Background: an optimization exercise with open tools, aiming at small area. Do not read the settings as production practice. At most, simulation tests tie the RTL to the original design; equivalence was not proved. Power and IR drop assume default switching activity.

Design csr_unit, start of the top module:
module csr_unit (
    input  logic                           clk_i,
    input  logic                           rst_i,
    input  logic                           wb_cyc_i,
    input  logic                           wb_stb_i,
    input  logic                           wb_we_i,
    input  logic [11:0]                    wb_adr_i,
    input  logic [secv_pkg::XLEN-1:0]      wb_dat_i,
    output logic [secv_pkg::XLEN-1:0]      wb_dat_o,
    output logic                           wb_ack_o,
    output logic                           wb_err_o,
    input  logic [1:0]                     csr_op_i,      
    input  logic [secv_pkg::HART_ID_W-1:0] hartid_i,
    input  logic                           exc_i,
    input  logic [3:0]                     exc_type_i,
    input  logic [secv_pkg::XLEN-1:0]      pc_i,
    input  logic [secv_pkg::XLEN-1:0]      tval_i,
    input  logic                           mret_i,
    input  logic                           retire_i,
    output logic                           trap_o,
    output logic [secv_pkg::XLEN-1:0]      redirect_pc_o
);
Size in the first run: about 2,400 cells after synthesis.
==> flow/config.mk <==
export PLATFORM = sky130hd
export DESIGN_NAME = csr_unit
export DESIGN_NICKNAME = csr_unit
export VERILOG_FILES = /design/flow/design.v
export SDC_FILE = /design/flow/constraint.sdc
export NUM_CORES = 4
export LEC_CHECK = 0
export CAP_MARGIN = 20
export CORE_MARGIN = 2
export CORE_UTILIZATION = 40
export SLEW_MARGIN = 20
==> flow/constraint.sdc <==
create_clock -name core_clock -period 4.0 [get_ports {clk_i}]
set_input_delay 0.8000 -clock core_clock [delete_from_list [all_inputs] [get_ports {clk_i}]]
set_output_delay 0.8000 -clock core_clock [all_outputs]
set_load 0.01 [all_outputs]
standard.sh (not shown) runs the stock make flow with config.mk's settings and CLKGATE_MAP_FILE= SYNTH_SCRIPT=/design/flow/synth_recipe.tcl, a recipe that flattens the netlist after the stock synthesis.
==> flow/flow/run.sh <==
#!/bin/bash
# Own layout flow: the standard ORFS flow, with
#  - an area-oriented ABC mapping script in synthesis (the rest of synthesis unchanged),
#  - minimum-size buffers on the ports,
#  - a clock tree built from smaller buffers.
# Each tool's output is logged in this folder (and ORFS keeps its own logs under orfs/logs).
set -euo pipefail
W=$PWD
F=$W/flow

# Synthesis script: synth_recipe.tcl, with ORFS's synth.tcl swapped for a copy whose abc call
# uses our own ABC script.
sed 's#^\(\s*\)log_cmd abc {\*}\$abc_args#\1set abc_args [lreplace $abc_args 1 1 '"$F"'/abc_area2.script]\n\1log_cmd abc {*}$abc_args#' \
    "$FLOW_HOME/scripts/synth.tcl" > "$W/synth_area.tcl"
grep -q "abc_area2.script" "$W/synth_area.tcl"
sed "s#\$::env(SCRIPTS_DIR)/synth.tcl#$W/synth_area.tcl#" "$W/synth_recipe.tcl" > "$W/synth_recipe_area.tcl"
grep -q "synth_area.tcl" "$W/synth_recipe_area.tcl"

export CTS_ARGS="-sink_clustering_enable -repair_clock_nets -dont_use_dummy_load -sink_clustering_size 16 -sink_clustering_max_diameter 60 -buf_list sky130_fd_sc_hd__clkbuf_8"
export BUFFER_PORTS_ARGS="-buffer_cell sky130_fd_sc_hd__buf_1"
bash standard.sh synth SYNTH_SCRIPT="$W/synth_recipe_area.tcl" > "$W/flow_synth.log" 2>&1
bash standard.sh finish > "$W/flow_finish.log" 2>&1
==> flow/flow/abc_area2.script <==
&get -n
&st
&dch
&nf -p -a
&put
Rerun with:
--- a/flow/design.v
+++ b/flow/design.v
@@ -166,18 +166,18 @@
     logic [7:0]      mcycle_all, minstret_all, mcycle_gc, minstret_gc;
     for (genvar k = 0; k < 8; k++) begin : g_cgrp
         assign mcycle_all[k]   = &mcycle[8*k+7:8*k];
         assign minstret_all[k] = &minstret[8*k+7:8*k];
         if (k == 0) begin : g_first
             assign mcycle_gc[k]   = 1'b1;
             assign minstret_gc[k] = i_minstret;
         end else begin : g_next
-            assign mcycle_gc[k]   = &mcycle_all[k-1:0];
-            assign minstret_gc[k] = i_minstret & (&minstret_all[k-1:0]);
+            assign mcycle_gc[k]   = mcycle_gc[k-1] & mcycle_all[k-1];
+            assign minstret_gc[k] = minstret_gc[k-1] & minstret_all[k-1];
         end
         for (genvar i = 0; i < 8; i++) begin : g_cbit
             if (i == 0) begin : g_lsb
                 assign mcycle_cy[8*k]   = mcycle_gc[k];
                 assign minstret_cy[8*k] = minstret_gc[k];
             end else begin : g_up
                 assign mcycle_cy[8*k+i]   = mcycle_cy[8*k+i-1] & mcycle[8*k+i-1];
                 assign minstret_cy[8*k+i] = minstret_cy[8*k+i-1] & minstret[8*k+i-1];
- The new run finished with timing, DRC and antenna clean
- area after synthesis hardly moves
- critical path depth is unchanged
- setup slack gains 0.039 ns
- first-iteration DRC count fell by about a fifth
- core utilization fell by 0.48 points
- combinational power fell by a little under a tenth
- sequential power stays flat
- hold slack loses 0.0053 ns
- total power hardly moves
- die area barely changes
- sequential share of layout area rose by 0.45 points
- register-to-register slack gains 0.04 ns
- via count fell by a few percent
- fmax rose slightly
No functional check of the RTL was part of the first run of this note.

========
csr_unit again, from the RTL that the note above started with.
Design csr_unit, start of the top module:
module csr_unit (
    input  logic                           clk_i,
    input  logic                           rst_i,
    input  logic                           wb_cyc_i,
    input  logic                           wb_stb_i,
    input  logic                           wb_we_i,
    input  logic [11:0]                    wb_adr_i,
    input  logic [secv_pkg::XLEN-1:0]      wb_dat_i,
    output logic [secv_pkg::XLEN-1:0]      wb_dat_o,
    output logic                           wb_ack_o,
    output logic                           wb_err_o,
    input  logic [1:0]                     csr_op_i,      
    input  logic [secv_pkg::HART_ID_W-1:0] hartid_i,
    input  logic                           exc_i,
    input  logic [3:0]                     exc_type_i,
    input  logic [secv_pkg::XLEN-1:0]      pc_i,
    input  logic [secv_pkg::XLEN-1:0]      tval_i,
    input  logic                           mret_i,
    input  logic                           retire_i,
    output logic                           trap_o,
    output logic [secv_pkg::XLEN-1:0]      redirect_pc_o
);
export LEC_CHECK = 0
export CAP_MARGIN = 20
export CORE_MARGIN = 2
export CORE_UTILIZATION = 40
export SLEW_MARGIN = 20
create_clock -name core_clock -period 4.0 [get_ports {clk_i}]
==> flow/flow/run.sh <==
#!/bin/bash
# Own layout flow: the standard ORFS flow, with
#  - an area-oriented ABC mapping script in synthesis (the rest of synthesis unchanged),
#  - minimum-size buffers on the ports,
#  - a clock tree built from smaller buffers,
#  - no timing repair before placement (it sizes gates up against unbuffered fanouts).
# Each tool's output is logged in this folder (and ORFS keeps its own logs under orfs/logs).
set -euo pipefail
W=$PWD
F=$W/flow

# Synthesis script: synth_recipe.tcl, with ORFS's synth.tcl swapped for a copy whose abc call
# uses our own ABC script.
sed 's#^\(\s*\)log_cmd abc {\*}\$abc_args#\1set abc_args [lreplace $abc_args 1 1 '"$F"'/abc_area2.script]\n\1log_cmd abc {*}$abc_args#' \
    "$FLOW_HOME/scripts/synth.tcl" > "$W/synth_area.tcl"
grep -q "abc_area2.script" "$W/synth_area.tcl"
sed "s#\$::env(SCRIPTS_DIR)/synth.tcl#$W/synth_area.tcl#" "$W/synth_recipe.tcl" > "$W/synth_recipe_area.tcl"
grep -q "synth_area.tcl" "$W/synth_recipe_area.tcl"

export CTS_ARGS="-sink_clustering_enable -repair_clock_nets -dont_use_dummy_load -sink_clustering_size 16 -sink_clustering_max_diameter 60 -buf_list sky130_fd_sc_hd__clkbuf_8"
export REMOVE_ABC_BUFFERS=1
export BUFFER_PORTS_ARGS="-buffer_cell sky130_fd_sc_hd__buf_1"
bash standard.sh synth SYNTH_SCRIPT="$W/synth_recipe_area.tcl" > "$W/flow_synth.log" 2>&1
bash standard.sh finish > "$W/flow_finish.log" 2>&1
Scripts as last shown in full above: flow/flow/abc_area2.script
The first run finished with timing, DRC and antenna clean.
Change:
--- a/flow/design.v
+++ b/flow/design.v
@@ -166,18 +166,18 @@
     logic [7:0]      mcycle_all, minstret_all, mcycle_gc, minstret_gc;
     for (genvar k = 0; k < 8; k++) begin : g_cgrp
         assign mcycle_all[k]   = &mcycle[8*k+7:8*k];
         assign minstret_all[k] = &minstret[8*k+7:8*k];
         if (k == 0) begin : g_first
             assign mcycle_gc[k]   = 1'b1;
             assign minstret_gc[k] = i_minstret;
         end else begin : g_next
-            assign mcycle_gc[k]   = &mcycle_all[k-1:0];
-            assign minstret_gc[k] = i_minstret & (&minstret_all[k-1:0]);
+            assign mcycle_gc[k]   = mcycle_gc[k-1] & mcycle_all[k-1];
+            assign minstret_gc[k] = minstret_gc[k-1] & minstret_all[k-1];
         end
         for (genvar i = 0; i < 8; i++) begin : g_cbit
             if (i == 0) begin : g_lsb
                 assign mcycle_cy[8*k]   = mcycle_gc[k];
                 assign minstret_cy[8*k] = minstret_gc[k];
             end else begin : g_up
                 assign mcycle_cy[8*k+i]   = mcycle_cy[8*k+i-1] & mcycle[8*k+i-1];
                 assign minstret_cy[8*k+i] = minstret_cy[8*k+i-1] & minstret[8*k+i-1];
=> The new run passed the timing, design-rule and antenna checks; sequential cell count does not change; area after synthesis is about the same; clock power hardly moves; wire length barely changes; clock-buffer cell count went up by 1; total power barely changes; clock skew barely changes; non-clock buffer count went down by 58; critical path depth is unchanged; design area went down by 0.99%.
For the first run of this note, only the layout was checked, not whether the RTL still works.

-- separate check: timing with driven ports --
No port has a modelled driver above. Below, the same layouts with a new extraction and two added sets of constraints. Step 1: set_driving_cell puts a clkbuf_16 on clk_i and a buf_2 on each other input, an assumption about the parent block. Step 2 adds t to the input delays and takes it off the output delays; t is the mean of the earliest and latest rising clock arrival at the registers after step 1. Input paths then give back, and output paths get back, about the clock's delay inside the block. Three values: ideal ports, drivers, drivers and shift; two values: the first two.
| run | t (ns) | setup WS [ns] | hold WS [ns] | worst data-port slew with drivers (ns) | pins driven straight from the clock port |
|---|---|---|---|---|---|
| the first run of note 1 | 0.742 | 0.176 / 0.176 / -0.267 | 0.307 / 0.271 / 0.441 | 0.10 | 1 |
| the second run of note 1 | 0.732 | 0.215 / 0.215 / -0.293 | 0.302 / 0.265 / 0.437 | 0.12 | 1 |
| the first run of note 2 | 0.738 | 0.092 / 0.092 / -0.066 | 0.306 / 0.268 / 0.434 | 0.11 | 1 |
| the second run of note 2 | 0.742 | 0.306 / 0.306 / -0.316 | 0.302 / 0.271 / 0.440 | 0.11 | 1 |
With both steps, setup timing fails in every run listed, where it was met with ideal ports. For the second run of note 2, which loses most, drivers alone change the setup slack by 0.000 ns; drivers and shift together by -0.622 ns.
